This design comes from an exercise in tuning for small area and a short achievable clock period on the open sky130 flow, not from production work. In this exercise RTL edits were held to simulation tests only and were not proved equivalent to the original. Power is estimated from default activity; no workload was simulated.

==> design.v <==
package mem_pkg;
   localparam int PTR_LO = 7;
   localparam int PTR_HI = 9;
   localparam int SLOTS  = PTR_LO * PTR_HI;
   typedef logic [PTR_HI+PTR_LO:0] sram_addr_t;
   localparam sram_addr_t PTR_ZERO = {1'b0, {(PTR_HI-1){1'b0}}, 1'b1, {(PTR_LO-1){1'b0}}, 1'b1};
   function automatic sram_addr_t ptr_next(input sram_addr_t ptr);
      logic [PTR_LO-1:0] lo;
      logic [PTR_HI-1:0] hi;
      lo = ptr[PTR_LO-1:0];
      hi = ptr[PTR_HI+PTR_LO-1:PTR_LO];
      ptr_next[PTR_LO-1:0] = {lo[PTR_LO-2:0], lo[PTR_LO-1]};
      ptr_next[PTR_HI+PTR_LO-1:PTR_LO] = lo[PTR_LO-1] ? {hi[PTR_HI-2:0], hi[PTR_HI-1]} : hi;
      ptr_next[PTR_HI+PTR_LO] = ptr[PTR_HI+PTR_LO] ^ (lo[PTR_LO-1] & hi[PTR_HI-1]);
   endfunction
   function automatic logic ptr_same_slot(input sram_addr_t a, input sram_addr_t b);
      ptr_same_slot = (|(a[PTR_LO-1:0] & b[PTR_LO-1:0])) &&
                      (|(a[PTR_HI+PTR_LO-1:PTR_LO] & b[PTR_HI+PTR_LO-1:PTR_LO]));
   endfunction
   function automatic logic ptr_equal(input sram_addr_t a, input sram_addr_t b);
      ptr_equal = ptr_same_slot(a, b) && (a[PTR_HI+PTR_LO] == b[PTR_HI+PTR_LO]);
   endfunction
   function automatic logic ptr_lap_apart(input sram_addr_t a, input sram_addr_t b);
      ptr_lap_apart = ptr_same_slot(a, b) && (a[PTR_HI+PTR_LO] != b[PTR_HI+PTR_LO]);
   endfunction
endpackage
package stream_pkg;
   typedef logic [16-1:0] sample_t;
   typedef struct packed
   {
      logic    last;    
      sample_t data;
   } buffer_word_t;
endpackage
`timescale 1ns/1ns
module sram_dual_port
#(
   parameter int address_width = 6
)
(
   input  logic                       sram_clock,
   input  logic                       wr_free,
   input  mem_pkg::sram_addr_t        wr_address,
   input  stream_pkg::buffer_word_t   wr_word,
   input  mem_pkg::sram_addr_t        rd_address,
   output stream_pkg::buffer_word_t   rd_word
);
   localparam int depth = mem_pkg::SLOTS;
   localparam int LO    = mem_pkg::PTR_LO;
   logic [16:0] ram [0:depth-1];
   function automatic logic row_sel(input mem_pkg::sram_addr_t a, input int i);
      row_sel = a[LO + i / LO] & a[i % LO];
   endfunction
   always_ff @(posedge sram_clock)
   begin
      for (int i = 0; i < depth; i++)
      begin
         if (wr_free && row_sel(wr_address, i))
         begin
            ram[i] <= wr_word;
         end
      end
   end
   logic [16:0] rd_next;
   always_comb
   begin
      rd_next = '0;
      for (int i = 0; i < depth; i++)
      begin
         rd_next = rd_next | (ram[i] & {(16+1){row_sel(rd_address, i)}});
      end
   end
   always_ff @(posedge sram_clock)
   begin
      rd_word <= rd_next;
   end
endmodule
`timescale 1ns/1ns
module frame_writer
(
   input  logic                 sram_clock,
   input  logic                 rst,
   input  logic                 in_valid,
   input  logic                 in_last,
   input  stream_pkg::sample_t  in_data,
   input  mem_pkg::sram_addr_t  read_ptr_next,  
   output mem_pkg::sram_addr_t  commit_ptr,
   output logic                 frame_dropped,
   output logic                     mem_wr_free,
   output mem_pkg::sram_addr_t      mem_wr_address,
   output stream_pkg::buffer_word_t mem_wr_word
);
   mem_pkg::sram_addr_t   wr_ptr;      
   mem_pkg::sram_addr_t   next_ptr;
   mem_pkg::sram_addr_t   wr_ptr_next;
   logic         discarding;  
   logic         full;        
   stream_pkg::buffer_word_t in_word;
   assign next_ptr = mem_pkg::ptr_next(wr_ptr);
   assign in_word.last = in_last;
   assign in_word.data = in_data;
   assign mem_wr_free    = !full;
   assign mem_wr_address = wr_ptr;
   assign mem_wr_word    = in_word;
   always_comb
   begin
      wr_ptr_next = wr_ptr;
      if (in_valid && !discarding)
      begin
         wr_ptr_next = full ? commit_ptr : next_ptr;
      end
   end
   always_ff @(posedge sram_clock)
   begin
      if (rst)
      begin
         wr_ptr        <= mem_pkg::PTR_ZERO;
         commit_ptr    <= mem_pkg::PTR_ZERO;
         discarding    <= 1'b0;
         frame_dropped <= 1'b0;
         full          <= 1'b0;
      end
      else
      begin
         wr_ptr        <= wr_ptr_next;
         full          <= mem_pkg::ptr_lap_apart(wr_ptr_next, read_ptr_next);
         frame_dropped <= 1'b0;
         if (in_valid)
         begin
            if (discarding)
            begin
               if (in_last)
               begin
                  discarding <= 1'b0;  
               end
            end
            else if (full)
            begin
               frame_dropped <= 1'b1;
               discarding    <= !in_last;
            end
            else if (in_last)
            begin
               commit_ptr <= next_ptr;  
            end
         end
      end
   end
endmodule
`timescale 1ns/1ns
module frame_reader
(
   input  logic                 sram_clock,
   input  logic                 rst,
   input  logic                 hold,
   input  mem_pkg::sram_addr_t  commit_ptr,
   output mem_pkg::sram_addr_t  read_ptr,
   output mem_pkg::sram_addr_t  read_ptr_next,  
   output logic                 out_valid,
   output logic                 out_last,
   output stream_pkg::sample_t  out_data,
   output mem_pkg::sram_addr_t      mem_rd_address,
   input  stream_pkg::buffer_word_t mem_rd_word
);
   logic fetch;
   logic pending;
   assign pending = !mem_pkg::ptr_equal(read_ptr, commit_ptr);
   assign fetch = pending && !hold;
   assign read_ptr_next = fetch ? mem_pkg::ptr_next(read_ptr) : read_ptr;
   assign mem_rd_address = read_ptr;
   always_ff @(posedge sram_clock)
   begin
      if (rst)
      begin
         read_ptr  <= mem_pkg::PTR_ZERO;
         out_valid <= 1'b0;
      end
      else
      begin
         out_valid <= fetch;  
         if (fetch)
         begin
            read_ptr <= read_ptr_next;
         end
      end
   end
   assign out_data = mem_rd_word.data;
   assign out_last = mem_rd_word.last;
endmodule
`timescale 1ns/1ns
module frame_buffer_top
(
   input  logic                 sram_clock,
   input  logic                 rst,
   input  logic                 in_valid,
   input  logic                 in_last,
   input  logic                 hold,
   input  stream_pkg::sample_t  in_data,
   output logic                 out_valid,
   output logic                 out_last,
   output logic                 frame_dropped,
   output stream_pkg::sample_t  out_data
);
   mem_pkg::sram_addr_t commit_ptr;  
   mem_pkg::sram_addr_t read_ptr;
   mem_pkg::sram_addr_t read_ptr_next;
   logic                     wr_free;
   mem_pkg::sram_addr_t               wr_address;
   stream_pkg::buffer_word_t wr_word;
   mem_pkg::sram_addr_t               rd_address;
   stream_pkg::buffer_word_t rd_word;
   frame_writer frame_writer_i
   (
      .sram_clock    (sram_clock),
      .rst           (rst),
      .in_valid      (in_valid),
      .in_last       (in_last),
      .in_data       (in_data),
      .read_ptr_next (read_ptr_next),
      .commit_ptr    (commit_ptr),
      .frame_dropped (frame_dropped),
      .mem_wr_free    (wr_free),
      .mem_wr_address (wr_address),
      .mem_wr_word    (wr_word)
   );
   sram_dual_port
   #(
      .address_width (6)
   )
   sram_dual_port_i
   (
      .sram_clock (sram_clock),
      .wr_free    (wr_free),
      .wr_address (wr_address),
      .wr_word    (wr_word),
      .rd_address (rd_address),
      .rd_word    (rd_word)
   );
   frame_reader frame_reader_i
   (
      .sram_clock (sram_clock),
      .rst        (rst),
      .hold       (hold),
      .commit_ptr (commit_ptr),
      .read_ptr   (read_ptr),
      .read_ptr_next (read_ptr_next),
      .out_valid  (out_valid),
      .out_last   (out_last),
      .out_data   (out_data),
      .mem_rd_address (rd_address),
      .mem_rd_word    (rd_word)
   );
endmodule
==> run.sh <==
#!/bin/bash
# synth_recipe.tcl (not shown) runs the flow's synth.tcl, then flattens the netlist and writes it again
# the make line also repeats each setting of config.mk as NAME=value (left out here)
make -C /OpenROAD-flow-scripts/flow DESIGN_CONFIG=/design/flow/config.mk WORK_HOME=/design/flow/orfs CLKGATE_MAP_FILE= SYNTH_SCRIPT=/design/flow/synth_recipe.tcl finish
==> config.mk <==
export PLATFORM = sky130hd
export DESIGN_NAME = frame_buffer_top
export DESIGN_NICKNAME = frame_buffer_top
export VERILOG_FILES = /design/flow/design.v
export SDC_FILE = /design/flow/constraint.sdc
export NUM_CORES = 4
export LEC_CHECK = 0
export ABC_AREA = 1
export CAP_MARGIN = 20
export CORE_MARGIN = 2
export CORE_UTILIZATION = 55
export CTS_CLUSTER_DIAMETER = 60
export CTS_CLUSTER_SIZE = 30
export SETUP_SLACK_MARGIN = 2.0
export SLEW_MARGIN = 20
==> constraint.sdc <==
create_clock -name core_clock -period 4.0 [get_ports {sram_clock}]
set_input_delay 0.8000 -clock core_clock [delete_from_list [all_inputs] [get_ports {sram_clock}]]
set_output_delay 0.8000 -clock core_clock [all_outputs]
set_load 0.01 [all_outputs]
==> impl_metrics.json, run 1 <==
{
  "synth_area_per_inst_sq_um": 13.5,
  "global_route.overflow_total": 0,
  "initial_utilization_pct": 55.4,
  "final-max-slew-violation-count": 0,
  "fillers": 5577,
  "route.detailed.wl_per_inst_um": 38.8,
  "crit_path_end_kind": "register",
  "final_net_count": 3566,
  "place.port_buffers": 39,
  "endpoint_of_the_lowest_slack_register_to_register_path": "sram_dual_port_i.rd_word[2]",
  "layout_worst_path_cycle_share_pct": 57.8,
  "achievable-frequency_ghz": 0.433,
  "drv.max_cap_violation_count": 0,
  "clk_pin_slew_ns": 0.09,
  "drt_first_pass_iters": 7,
  "power_per_cell_area_nw_per_um2": 487,
  "clk_path_buf_depth": 3,
  "synth.cell_area_sq_um": 42700,
  "depth_of_the_cts_h_tree": 3,
  "power.ir.vdd_worst_mv": 0.475,
  "drive_gt1_share_pct": 22.6,
  "detail_route.wirelength_um": 180000,
  "tns_ns": 0,
  "post-route-util_pct": 66.9,
  "run_status": "timing/DRC/antenna clean",
  "via_count_of_the_first_global_routing_pass": 28100,
  "worst-slew-pin-transition_ns": 1.21,
  "critical_path_peak_fanout": 10,
  "worstReg2RegStart": "frame_reader_i.read_ptr[13]",
  "grt_start_max_net_pins": 64,
  "tritoncts_clock_tree": "done",
  "standard_cell_core_area_sq_um": 77100,
  "area_delta_synth_final_pct": 20.8,
  "detailroute.via_count": 30700,
  "hold_class": "in -> reg",
  "detailed_place_hpwl_um": 109000,
  "antenna_found_initial": 7,
  "avgViaCountPerCell": 6.61,
  "mappedNetlistNets": 3182,
  "setup_viol": 0,
  "min_delay_path_depth": 4,
  "tritoncts_buffer_count": 76,
  "layout_common_cells": "sky130_fd_sc_hd__nand2_1, sky130_fd_sc_hd__edfxtp_1, sky130_fd_sc_hd__buf_4",
  "gate_count_after_technology_mapping": 3161,
  "fin_worst_skew_ns": 0.0415,
  "timing.reg2reg.worst_path_depth": 10,
  "dpl_cell_area_sq_um": 45700,
  "reg2reg_slack_ns": 1.69,
  "worst_setup_path_start_kind": "register",
  "yosysSeqAreaShare_pct": 78.7,
  "timing.critical_path.required_ns": 4.53,
  "cts.root.buffer_cell": "sky130_fd_sc_hd__clkbuf_16",
  "yosys_register_bits": 1143,
  "routabilityCongestion": 0.972,
  "final_design_area_no_fill_sq_um": 51500,
  "clkSinkCount": 1143,
  "global_route_wire_length_before_repair_um": 236000,
  "top_level_ports": 40,
  "grt_setup_unrepaired": "yes",
  "yosysWarnings": 4,
  "max-slew-margin-rel_pct": 19.5,
  "drt_iter0_drc": 5987,
  "clock_latency_at_the_later_pin_of_the_worst_skew_pair_ns": 0.68,
  "hold_path_startpoint": "in_last",
  "synth_unique_cells": 41,
  "fp.dieH_um": 283,
  "timing.setup.critical_path_class": "reg -> reg",
  "regArea_sq_um": 33700,
  "multiInputGateArea_sq_um": 9180,
  "static-leakage-power_uw": 0.0177,
  "final_common_cell": "sky130_fd_sc_hd__nand2_1",
  "report.final.hold_viol_count": 0,
  "die_x_um": 283,
  "fp.dieArea_sq_um": 79800,
  "drc": 0,
  "gr-usage-all-layers_pct": 45.3,
  "drtAntennaViolNets": 0,
  "fin_crit_ns": 2.31,
  "floorplan.rows": 102,
  "worstPathArrival_ns": 2.84,
  "hold_path_end": "frame_writer_i.discarding"
}
## what timing repair did
action	4_1_cts	5_1_grt
setup endpoints to repair	568	111
cloned	0	1
resized for setup	360	148
hold buffers	0	0
pin swaps	70	60
setup buffers	92	70
## area by class of cell
cell class	count	area share (%)
Antenna cell	2	0.00971
Timing Repair Buffer	406	7.83
Clock inverter	51	1.21
Multi-Input combinational cell	1805	17.8
Inverter	113	1.31
Sequential cell	1143	65.4
Clock buffer	87	3.94
Tap cell	1040	2.52
## through the flow
stage               hold WS (ns)  cells  power [uW]  setup WS, ns
detailed placement         0.466   4344       16300         0.470
finish                     0.475   4647       25100          1.69
floorplan                  0.439   3161       14700          2.04
CTS                        0.458   4574       24800          1.65
global route               0.450   4645       25500          1.75
global placement           0.462   4343       16300         0.510
## logic make-up (layout without fill, tap and decap cells)
group | Yosys count | count (layout) | synth area share (%)
AOI/OAI and AO/OA | 117 | 117 | 1.82
DFF | 1143 | 1143 | 78.7
and+or+nand+nor | 1685 | 1685 | 17.1
buffers and inverters | 213 | 657 | 2.28
xor gates and xnor gates | 3 | 3 | 0.0616
other | 0 | 2 | 0
## layer usage
layer | routed length [um] | track usage (%)
met5 | 83 | 0.794
met3 | 30000 | 15.0
met1 | 60900 | 61.2
met2 | 74800 | 63.3
met4 | 14500 | 28.9
## report_power, final
part / internal (uW) / switching, uW
Sequential: 13400 / 236
Combinational: 866 / 1940
Clock: 4100 / 4540
## worst max-delay path, cell delays in order (launching register included)
cell and delay, ns:
sky130_fd_sc_hd__dfxtp_2 0.40, sky130_fd_sc_hd__nand2_1 0.12, sky130_fd_sc_hd__clkinv_1 0.12, sky130_fd_sc_hd__buf_4 0.22
sky130_fd_sc_hd__nand2_1 0.07, sky130_fd_sc_hd__nand4_1 0.08, sky130_fd_sc_hd__a21oi_1 0.13, sky130_fd_sc_hd__nand4_1 0.39
sky130_fd_sc_hd__nor4_2 0.34, sky130_fd_sc_hd__buf_4 0.23, sky130_fd_sc_hd__nand4_1 0.09
## state kept, by name, indices dropped and copies added, names as in the netlist
signal and count:
frame_reader_i.out_valid 1, frame_reader_i.read_ptr 17, frame_writer_i.commit_ptr 17, frame_writer_i.discarding 1, frame_writer_i.frame_dropped 1, frame_writer_i.full 1
frame_writer_i.wr_ptr 17, sram_dual_port_i.ram 1071, sram_dual_port_i.rd_word 17
## how the worst max path moves through the flow
stage,start,endpoint,slack [ns],cells after the start
after floorplan,frame_writer_i.full,sram_dual_port_i.ram[15][0],2.04,4
after global placement,frame_reader_i.read_ptr[11],sram_dual_port_i.rd_word[8],0.51,8
after detailed placement,frame_reader_i.read_ptr[5],sram_dual_port_i.rd_word[8],0.47,8
after CTS,frame_reader_i.read_ptr[0],sram_dual_port_i.rd_word[8],1.65,8
after global routing,frame_reader_i.read_ptr[1],sram_dual_port_i.rd_word[8],1.75,8
final,frame_reader_i.read_ptr[13],sram_dual_port_i.rd_word[2],1.69,10
## Yosys cell counts, drive strengths merged
cell type	n	share of area [%]
clkinv	59	0.52
o21ai	32	0.38
nand3	44	0.59
a21oi	29	0.35
a22o	35	0.72
and3b	2	0.041
nor4b	5	0.10
a22oi	4	0.070
dfxtp	72	3.4
clkbuf	22	0.19
a211oi	6	0.11
nand3b	1	0.018
nor4	56	0.82
nand4	252	3.7
nor2	117	1.0
nor3	10	0.13
o211ai	6	0.11
o22ai	1	0.015
and3	2	0.029
or2	3	0.044
nand2	1193	11
edfxtp	1071	75
inv	54	0.47
o21a	3	0.053
xnor2	3	0.062
a2111oi	1	0.021
buf	78	1.1
==> run 2: changes to the inputs <==
--- a/config.mk
+++ b/config.mk
@@ -6,5 +6,4 @@
 export NUM_CORES = 4
 export LEC_CHECK = 0
-export ABC_AREA = 1
 export CAP_MARGIN = 20
 export CORE_MARGIN = 2
==> run 2 against run 1 <==
Worst hold slack improved by 0.0021 ns. Flip-flop and latch count unchanged. Register-to-register slack got worse by 0.13 ns. Critical path type unchanged. Routed wire length decreased by 5.4%. Sequential power decreased by 4%. Still clean. Final cell count decreased by 20%. Synthesized area decreased by 2.5%. Die area decreased by 2.4%. Design area decreased by 3.2%. Critical path depth decreased by 5. Combinational power decreased by 74%.
==> impl_metrics.json, run 2 <==
{
  "synth_common_cells": "sky130_fd_sc_hd__edfxtp_1, sky130_fd_sc_hd__a22oi_1, sky130_fd_sc_hd__clkbuf_1",
  "global_route_wire_length_before_repair_um": 221000,
  "timing.critical_path.required_ns": 4.53,
  "drt_first_pass_iters": 12,
  "global_route.overflow_total": 0,
  "synth_area_per_inst_sq_um": 17.6,
  "yosysSeqAreaShare_pct": 80.7,
  "power_per_cell_area_nw_per_um2": 442,
  "max-slew-margin-rel_pct": 24.3,
  "hold_class": "reg -> reg",
  "floorplan.rows": 100,
  "clock_power_share_pct": 36.8,
  "worstPathArrival_ns": 2.98,
  "worst-slew-pin-transition_ns": 1.14,
  "clk_path_buf_depth": 3,
  "synth.cell_area_sq_um": 41600,
  "cpLargestDelayFamily": "simple AND/OR/NAND/NOR gates",
  "die_x_um": 279,
  "clock_latency_at_the_later_pin_of_the_worst_skew_pair_ns": 0.66,
  "synthDominantCellAreaShare_pct": 77.3,
  "critical_path_peak_fanout": 14,
  "static-leakage-power_uw": 0.0163,
  "largest_reg_flops": 1071,
  "cts.root.buffer_cell": "sky130_fd_sc_hd__clkbuf_16",
  "layout_setup_ws_ns": 1.56,
  "fin_worst_skew_ns": 0.0320,
  "placedCellCount": 3338,
  "drtAntennaViolNets": 0,
  "grt_setup_unrepaired": "yes",
  "clkSinkCount": 1143,
  "yosys-mux-area-fraction_pct": 0.265,
  "synth-main-ff-cell": "sky130_fd_sc_hd__edfxtp_1",
  "endpoint_of_the_lowest_slack_register_to_register_path": "sram_dual_port_i.rd_word[7]",
  "synth_edf_count": 1071,
  "crit_path_end_kind": "register",
  "detailroute.via_count": 28200,
  "final_net_count": 2694,
  "antenna_found_initial": 5,
  "worst_path_max_delay_cell": "sky130_fd_sc_hd__nor4_4",
  "synth_unique_cells": 43,
  "initial_utilization_pct": 55.7,
  "detailed_place_hpwl_um": 93800,
  "finish.cell_count_without_fillers": 3702,
  "dpl_worst_slack_ns": 0.836,
  "post-route-util_pct": 66.8,
  "globalRouteMet1Util_pct": 58.3,
  "report.final.hold_viol_count": 0,
  "dominant_combinational_cell_family_by_area_after_synthesis": "compound AO/OA/AOI/OAI gates",
  "avgViaCountPerCell": 7.63,
  "fin_crit_ns": 2.44,
  "worst_setup_path_start_kind": "register",
  "final-max-slew-violation-count": 0,
  "regArea_sq_um": 33700,
  "yosysMostFrequentCell": "sky130_fd_sc_hd__edfxtp_1",
  "gr-usage-all-layers_pct": 43.1,
  "hold_path_startpoint": "frame_writer_i.wr_ptr[5]",
  "p_sw_share_pct": 22.9,
  "mappedNetlistNets": 2383,
  "area_delta_synth_final_pct": 19.9,
  "drive_gt1_share_pct": 28.4,
  "routabilityCongestion": 0.909,
  "fp.dieH_um": 279,
  "pwr-share-seq_pct": 59.9,
  "grt_start_max_net_pins": 65,
  "global_routing_met3_resource_utilization_pct": 13.8,
  "synth_compound_gate_area_share_pct": 12.1,
  "yosys.area_share.xor_xnor_pct": 0.0842,
  "setup_viol": 0,
  "share_of_synthesized_cell_area_in_and_or_nand_and_nor_gates_pct": 5.26,
  "min_delay_path_depth": 2,
  "power.internal_uw": 17000,
  "async_flop_share_pct": 0,
  "synth_top_area_cell": "sky130_fd_sc_hd__edfxtp_1",
  "run_status": "timing/DRC/antenna clean",
  "route.detailed.wl_per_inst_um": 46.1,
  "power.ir.vdd_worst_mv": 0.458,
  "clk_pin_slew_ns": 0.10,
  "drv.max_cap_violation_count": 0,
  "global_route.peak_usage_layer": "met2",
  "layout_common_cells": "sky130_fd_sc_hd__edfxtp_1, sky130_fd_sc_hd__buf_4, sky130_fd_sc_hd__a22oi_1",
  "worstReg2RegStart": "frame_reader_i.read_ptr[5]",
  "detail_route.wirelength_um": 171000,
  "crit_buf_inv": 0,
  "tritoncts_clock_tree": "done",
  "tns_ns": 0,
  "reg2reg_slack_ns": 1.56,
  "cts_hold_repair.buffers": 0,
  "yosysWarnings": 4,
  "standard_cell_core_area_sq_um": 74700,
  "multiInputGateArea_sq_um": 8660,
  "worstPathCellList": "and2_4 -> a22oi_1 -> nand4_1 -> nor4_4 -> nand2_1",
  "drc": 0,
  "layout_worst_path_cycle_share_pct": 61.1,
  "drt_iter0_drc": 5804,
  "largest_register": "sram_dual_port_i.ram",
  "groute.layer.met2.usage_pct": 63.1,
  "depth_of_the_cts_h_tree": 3,
  "achievable-frequency_ghz": 0.409,
  "final_common_cell": "sky130_fd_sc_hd__edfxtp_1",
  "place.port_buffers": 39,
  "gate_count_after_technology_mapping": 2362,
  "crit_path_max_incr_delay_ns": 0.72,
  "via_count_of_the_first_global_routing_pass": 25000,
  "timing.setup.critical_path_class": "reg -> reg",
  "finalPower_uw": 22100,
  "post_synth_fa_ha_maj_area_fraction_pct": 0,
  "timing.reg2reg.worst_path_depth": 5,
  "fp.dieArea_sq_um": 77900,
  "hold_path_end": "frame_writer_i.commit_ptr[6]",
  "tritoncts_buffer_count": 69,
  "yosys_register_bits": 1143,
  "synth.top_cells.by_area": "sky130_fd_sc_hd__edfxtp_1, sky130_fd_sc_hd__a22oi_1, sky130_fd_sc_hd__dfxtp_1",
  "top_level_ports": 40,
  "fillers": 4942,
  "netSwitchingPower_uw": 5050,
  "power_frac_comb_pct": 3.3
}
[run 2: layout make-up]
cell class | count | area share [%]
clock buffer | 75 | 3.59
tap | 969 | 2.43
clock inverter | 51 | 1.26
inverter | 8 | 0.0727
multi-input combinational | 1049 | 17.4
sequential | 1143 | 67.5
antenna | 5 | 0.0251
timing repair buffer | 402 | 7.77
[run 2: what timing repair did]
item / 4_1_cts / 5_1_grt
pin swaps: 90 / 103
resized for setup: 401 / 112
endpoints found under the setup margin: 1120 / 59
gates cloned: 5 / 2
buffers inserted: 135 / 88
[run 2: logic make-up after synthesis]
logic type | after synthesis
flip-flops | 1143
XOR/XNOR | 4
AO/OA/AOI/OAI | 630
multiplexers | 11
buffers and inverters | 176
AND/OR/NAND/NOR | 398
[run 2: power by group through the flow]
stage	clock (uW)	combinational (uW)	sequential, uW
floorplan	0	189	13500
global placement	0	587	13500
detailed placement	0	602	13500
CTS	8070	637	13200
global route	8470	747	13200
finish	8130	732	13200
[run 2: layer usage]
layer	wire [um]	vias to the layer above
met5	224	-
met4	11100	10
met3	27800	604
met2	73500	2931
met1	58000	14300
li1	-	10400
[run 2: worst min-delay path: stages, from the launching register on]
cell	delay, ns
sky130_fd_sc_hd__dfxtp_1	0.33
sky130_fd_sc_hd__nand2_1	0.06
sky130_fd_sc_hd__a21oi_1	0.05
[run 2: stage by stage]
stage / area [sq um] / hold slack (ns)
6_report: 49900 / 0.477
5_1_grt: 49900 / 0.492
4_1_cts: 48400 / 0.477
3_5_place_dp: 43800 / 0.461
3_3_place_gp: 43800 / 0.451
2_1_floorplan: 41700 / 0.435
[run 2: worst max path at each step]
stage | startpoint | end | slack [ns] | cells past startpoint
2_1_floorplan | in_valid | frame_writer_i.full | 1.86 | 7
5_1_grt | frame_reader_i.read_ptr[5] | sram_dual_port_i.rd_word[7] | 1.62 | 5
3_3_place_gp | frame_reader_i.read_ptr[8] | sram_dual_port_i.rd_word[7] | 0.83 | 6
3_5_place_dp | frame_reader_i.read_ptr[8] | sram_dual_port_i.rd_word[7] | 0.84 | 6
6_report | frame_reader_i.read_ptr[5] | sram_dual_port_i.rd_word[7] | 1.56 | 5
4_1_cts | frame_reader_i.read_ptr[8] | sram_dual_port_i.rd_word[7] | 1.83 | 6
==> run 3: changes to the inputs <==
==> flow/run.sh (new file) <==
#!/bin/bash
# Standard layout, except that the combinational logic of the standard
# synthesis netlist is re-mapped by flow/remap.tcl before floorplanning.
# Registers (cells and names) are left exactly as the standard synthesis
# made them. Each tool's output goes to a log file in this folder.
set -euo pipefail
R=orfs/results/${FLOW_PLATFORM}/frame_buffer_top/base
LIB=${FLOW_HOME}/platforms/${FLOW_PLATFORM}/lib/sky130_fd_sc_hd__tt_025C_1v80.lib

bash standard.sh synth > synth.log 2>&1

cp ${R}/1_2_yosys.v ${R}/1_2_yosys_standard.v
IN=${R}/1_2_yosys_standard.v OUT=${R}/1_2_yosys.v STAT=remap_stat.txt LIB=${LIB} \
   yosys -c flow/remap.tcl > remap.log 2>&1
mv ${R}/1_2_yosys.v.tmp ${R}/1_2_yosys.v
rm -f ${R}/1_synth.odb ${R}/1_synth.sdc

bash standard.sh finish > layout.log 2>&1
==> flow/remap.tcl (new file) <==
# Re-map the combinational logic of the standard synthesis netlist with
# Yosys's default ABC script (which uses the AOI222 cells for the read
# AND-OR tree). Registers stay the same cell instances with the same names.
# usage: yosys -c remap.tcl   (env IN, OUT, LIB)
yosys read_liberty -ignore_miss_func $::env(LIB)
yosys read_verilog $::env(IN)
yosys hierarchy -top frame_buffer_top
# Keep every sequential or function-less cell as it is.
yosys setattr -mod -set keep_hierarchy 1 {sky130_fd_sc_hd__*df*} {sky130_fd_sc_hd__*dl*} sky130_fd_sc_hd__conb_1
yosys flatten
yosys delete {t:$scopeinfo}
set dont_use {}
foreach c {*probe* *lpflow*} { lappend dont_use -dont_use $c }
yosys abc -liberty $::env(LIB) {*}$dont_use
yosys splitnets
yosys opt_clean -purge
yosys hilomap -singleton -hicell sky130_fd_sc_hd__conb_1 HI -locell sky130_fd_sc_hd__conb_1 LO
yosys insbuf -buf sky130_fd_sc_hd__buf_4 A X
yosys select -module frame_buffer_top
yosys tee -o $::env(STAT) stat -liberty $::env(LIB)
yosys select -clear
yosys cd
yosys delete {sky130_fd_sc_hd__*}
yosys write_verilog -noattr -nohex -nodec -selected $::env(OUT).tmp
==> standard.sh (new file) <==
#!/bin/bash
# synth_recipe.tcl (not shown) runs the flow's synth.tcl, then flattens the netlist and writes it again
# the make line also repeats each setting of config.mk as NAME=value (left out here)
make -C /OpenROAD-flow-scripts/flow DESIGN_CONFIG=/design/flow/config.mk WORK_HOME=/design/flow/orfs CLKGATE_MAP_FILE= SYNTH_SCRIPT=/design/flow/synth_recipe.tcl "${@:-finish}"
--- a/config.mk
+++ b/config.mk
@@ -6,4 +6,5 @@
 export NUM_CORES = 4
 export LEC_CHECK = 0
+export ABC_AREA = 1
 export CAP_MARGIN = 20
 export CORE_MARGIN = 2
removed: run.sh
==> run 3 against run 2 <==
Clock power increased by 2%. Count of clock-buffer cells in the layout increased by 2. Maximum frequency decreased by 1.5%. Power increased by 0.95%. Sequential share of layout area increased by 3.1 points. Synthesized area decreased by 3.5%. Register-to-register slack got worse by 0.04 ns. Sequential power about the same. First-iteration DRC count increased by 18%. Critical endpoint is now sram_dual_port_i.rd_word[10]. Highest routed layer unchanged.
==> impl_metrics.json, run 3 <==
{
  "antenna_found_initial": 11,
  "fin_worst_skew_ns": 0.0446,
  "place.port_buffers": 39,
  "grt_setup_unrepaired": "yes",
  "tritoncts_clock_tree": "done",
  "p_sw_share_pct": 22.8,
  "tns_ns": 0,
  "met2_routed_wl_um": 70400,
  "route.detailed.wl_per_inst_um": 48.4,
  "final_design_area_no_fill_sq_um": 47700,
  "post-route-util_pct": 65.7,
  "detailroute.via_count": 27000,
  "initial_utilization_pct": 55.3,
  "clock_latency_at_the_later_pin_of_the_worst_skew_pair_ns": 0.68,
  "floorplan.rows": 99,
  "power_frac_comb_pct": 3.3,
  "synth.cell_area_sq_um": 40200,
  "standard_cell_core_area_sq_um": 72600,
  "met3RoutedLength_um": 29700,
  "final_common_cell": "sky130_fd_sc_hd__edfxtp_1",
  "grt_start_max_net_pins": 64,
  "worst_setup_path_start_kind": "register",
  "static-leakage-power_uw": 0.0156,
  "fp.dieArea_sq_um": 75200,
  "fillers": 4963,
  "area_delta_synth_final_pct": 18.7,
  "depth_of_the_cts_h_tree": 3,
  "cpLargestDelayFamily": "simple AND/OR/NAND/NOR gates",
  "mappedNetlistNets": 2058,
  "die_x_um": 274,
  "cts.root.buffer_cell": "sky130_fd_sc_hd__clkbuf_16",
  "tritoncts_buffer_count": 70,
  "global_route_wire_length_before_repair_um": 216000,
  "drv.max_cap_violation_count": 0,
  "fp.dieH_um": 274,
  "detailed_place_hpwl_um": 94200,
  "clk_pin_slew_ns": 0.09,
  "synth_area_per_inst_sq_um": 19.7,
  "run_status": "timing/DRC/antenna clean",
  "dpl_cell_area_sq_um": 43000,
  "crit_buf_inv": 2,
  "timing.critical_path.required_ns": 4.51,
  "drive_gt1_share_pct": 24.3,
  "largest_register": "sram_dual_port_i.ram",
  "detail_route.wirelength_um": 167000,
  "yosysWarnings": 4,
  "pwr-share-seq_pct": 59.7,
  "maxUsedRoutingLayer": "met5",
  "power_per_cell_area_nw_per_um2": 467,
  "met1Wirelength_um": 53300,
  "avgViaCountPerCell": 7.83,
  "hold_class": "reg -> reg",
  "top_level_ports": 40,
  "worstPathArrival_ns": 2.99,
  "layout_common_cells": "sky130_fd_sc_hd__edfxtp_1, sky130_fd_sc_hd__a222oi_1, sky130_fd_sc_hd__buf_4",
  "layout_worst_path_cycle_share_pct": 62.1,
  "max-slew-margin-rel_pct": 19.6,
  "final-max-slew-violation-count": 0,
  "fin_crit_ns": 2.48,
  "crit_path_max_incr_delay_ns": 0.66,
  "drc": 0,
  "gr-usage-all-layers_pct": 44.1,
  "worst_hold_slack_ns": 0.479,
  "power.ir.vdd_worst_mv": 0.389,
  "clk_path_buf_depth": 3,
  "drtAntennaViolNets": 0,
  "report.final.hold_viol_count": 0,
  "timing.setup.critical_path_class": "reg -> reg",
  "via_count_of_the_first_global_routing_pass": 24200,
  "critical_path_peak_fanout": 6,
  "drt_iter0_drc": 6824,
  "worstPathCellList": "buf_12 -> and2_4 -> buf_12 -> a222oi_1 -> nand4_1 -> nor3b_2 -> nand4_1",
  "routabilityCongestion": 0.906,
  "drt_first_pass_iters": 11,
  "gate_count_after_technology_mapping": 2037,
  "largest_reg_flops": 1071,
  "clkSinkCount": 1143,
  "setup_viol": 0,
  "clock_power_share_pct": 37.1,
  "netSwitchingPower_uw": 5080,
  "worst_path_max_delay_cell": "sky130_fd_sc_hd__a222oi_1",
  "achievable-frequency_ghz": 0.403,
  "global_route.overflow_total": 0,
  "final_net_count": 2447,
  "power.internal_uw": 17200,
  "crit_path_end_kind": "register",
  "worst-slew-pin-transition_ns": 1.21
}
==> run 3: worst paths after layout <==
path | start | end | slack (ns) | cells past startpoint
min reg2reg | sram_dual_port_i.ram[13][7] | sram_dual_port_i.rd_word[7] | 0.48 | 2
max | frame_reader_i.read_ptr[15] | sram_dual_port_i.rd_word[10] | 1.52 | 7
max reg2reg | frame_reader_i.read_ptr[15] | sram_dual_port_i.rd_word[10] | 1.52 | 7
min | sram_dual_port_i.ram[13][7] | sram_dual_port_i.rd_word[7] | 0.48 | 2
==> run 3: what timing repair did <==
item	4_1_cts	5_1_grt
gates cloned	0	3
setup buffers	63	60
pin swaps	96	98
endpoints found under the setup margin	1089	106
hold buffers	0	0
gates resized for setup	351	95
hold endpoints to repair	0	0
==> run 3: power groups by stage <==
stage          Clock, uW  Combinational [uW]  Sequential, uW
2_1_floorplan          0                 199           13500
3_3_place_gp           0                 656           13600
3_5_place_dp           0                 669           13600
4_1_cts             8220                 686           13300
5_1_grt             8650                 749           13300
6_report            8260                 731           13300
==> run 3: tightest hold or removal path: stages, from the launching register on <==
cell	delay (ns)
sky130_fd_sc_hd__edfxtp_1	0.34
sky130_fd_sc_hd__nand2_1	0.05
sky130_fd_sc_hd__nand3_1	0.07
==> run 3: metal layers <==
| layer | global-route usage [%] | up-vias |
|---|---|---|
| met2 | 63.2 | 2946 |
| met5 | 1.16 | - |
| met3 | 15.3 | 695 |
| met4 | 27.4 | 14 |
| li1 | - | 9822 |
| met1 | 58.2 | 13500 |
==> run 3: stage by stage <==
| stage | power [uW] | instances | worst slack (ns) |
|---|---|---|---|
| global placement | 14200 | 3186 | 0.663 |
| global route | 22700 | 3442 | 1.56 |
| detailed placement | 14200 | 3186 | 0.690 |
| finish | 22300 | 3447 | 1.52 |
| CTS | 22200 | 3378 | 1.66 |
| floorplan | 13700 | 2037 | 2.00 |
==> run 3: area by class of cell <==
cell class | count | area [sq um] | area share [%]
clock buffer | 77 | 1860 | 3.91
inverter | 3 | 12.5 | 0.0262
tap | 959 | 1200 | 2.52
clock inverter | 52 | 656 | 1.37
multi-input combinational | 891 | 7250 | 15.2
antenna | 5 | 12.5 | 0.0262
timing repair buffer | 317 | 3040 | 6.37
sequential | 1143 | 33700 | 70.6

==> afterwards: timing with drivers on the ports <==
No port has a modelled driver above. Below, the same layouts with a new extraction and two added sets of constraints.
Step 1 assumes that a clkbuf_16 drives the clock port and a buf_2 every other input.
Step 2 times the ports against the registers' clock, not the clock port: input delays grow and output delays shrink by t, the midpoint of the rising clock arrivals with the driver on.
a / b / c = no drivers / after step 1 / after step 2; a / b = the first two.
| run | t (ns) | setup slack, ns | hold slack, ns | latest minus earliest clock arrival (ns) |
|---|---|---|---|---|
| run 1 | 0.731 | 1.689 / 1.689 / 1.321 | 0.475 / 0.426 / 0.479 | 0.045 / 0.046 |
| run 2 | 0.721 | 1.555 / 1.555 / 1.241 | 0.477 / 0.477 / 0.477 | 0.037 / 0.036 |
| run 3 | 0.725 | 1.517 / 1.517 / 1.031 | 0.479 / 0.479 / 0.479 | 0.044 / 0.044 |
After both steps every run listed still meets setup and hold. The setup slack of run 3, which loses most, moves by 0.000 ns with the drivers and by -0.486 ns with both steps.
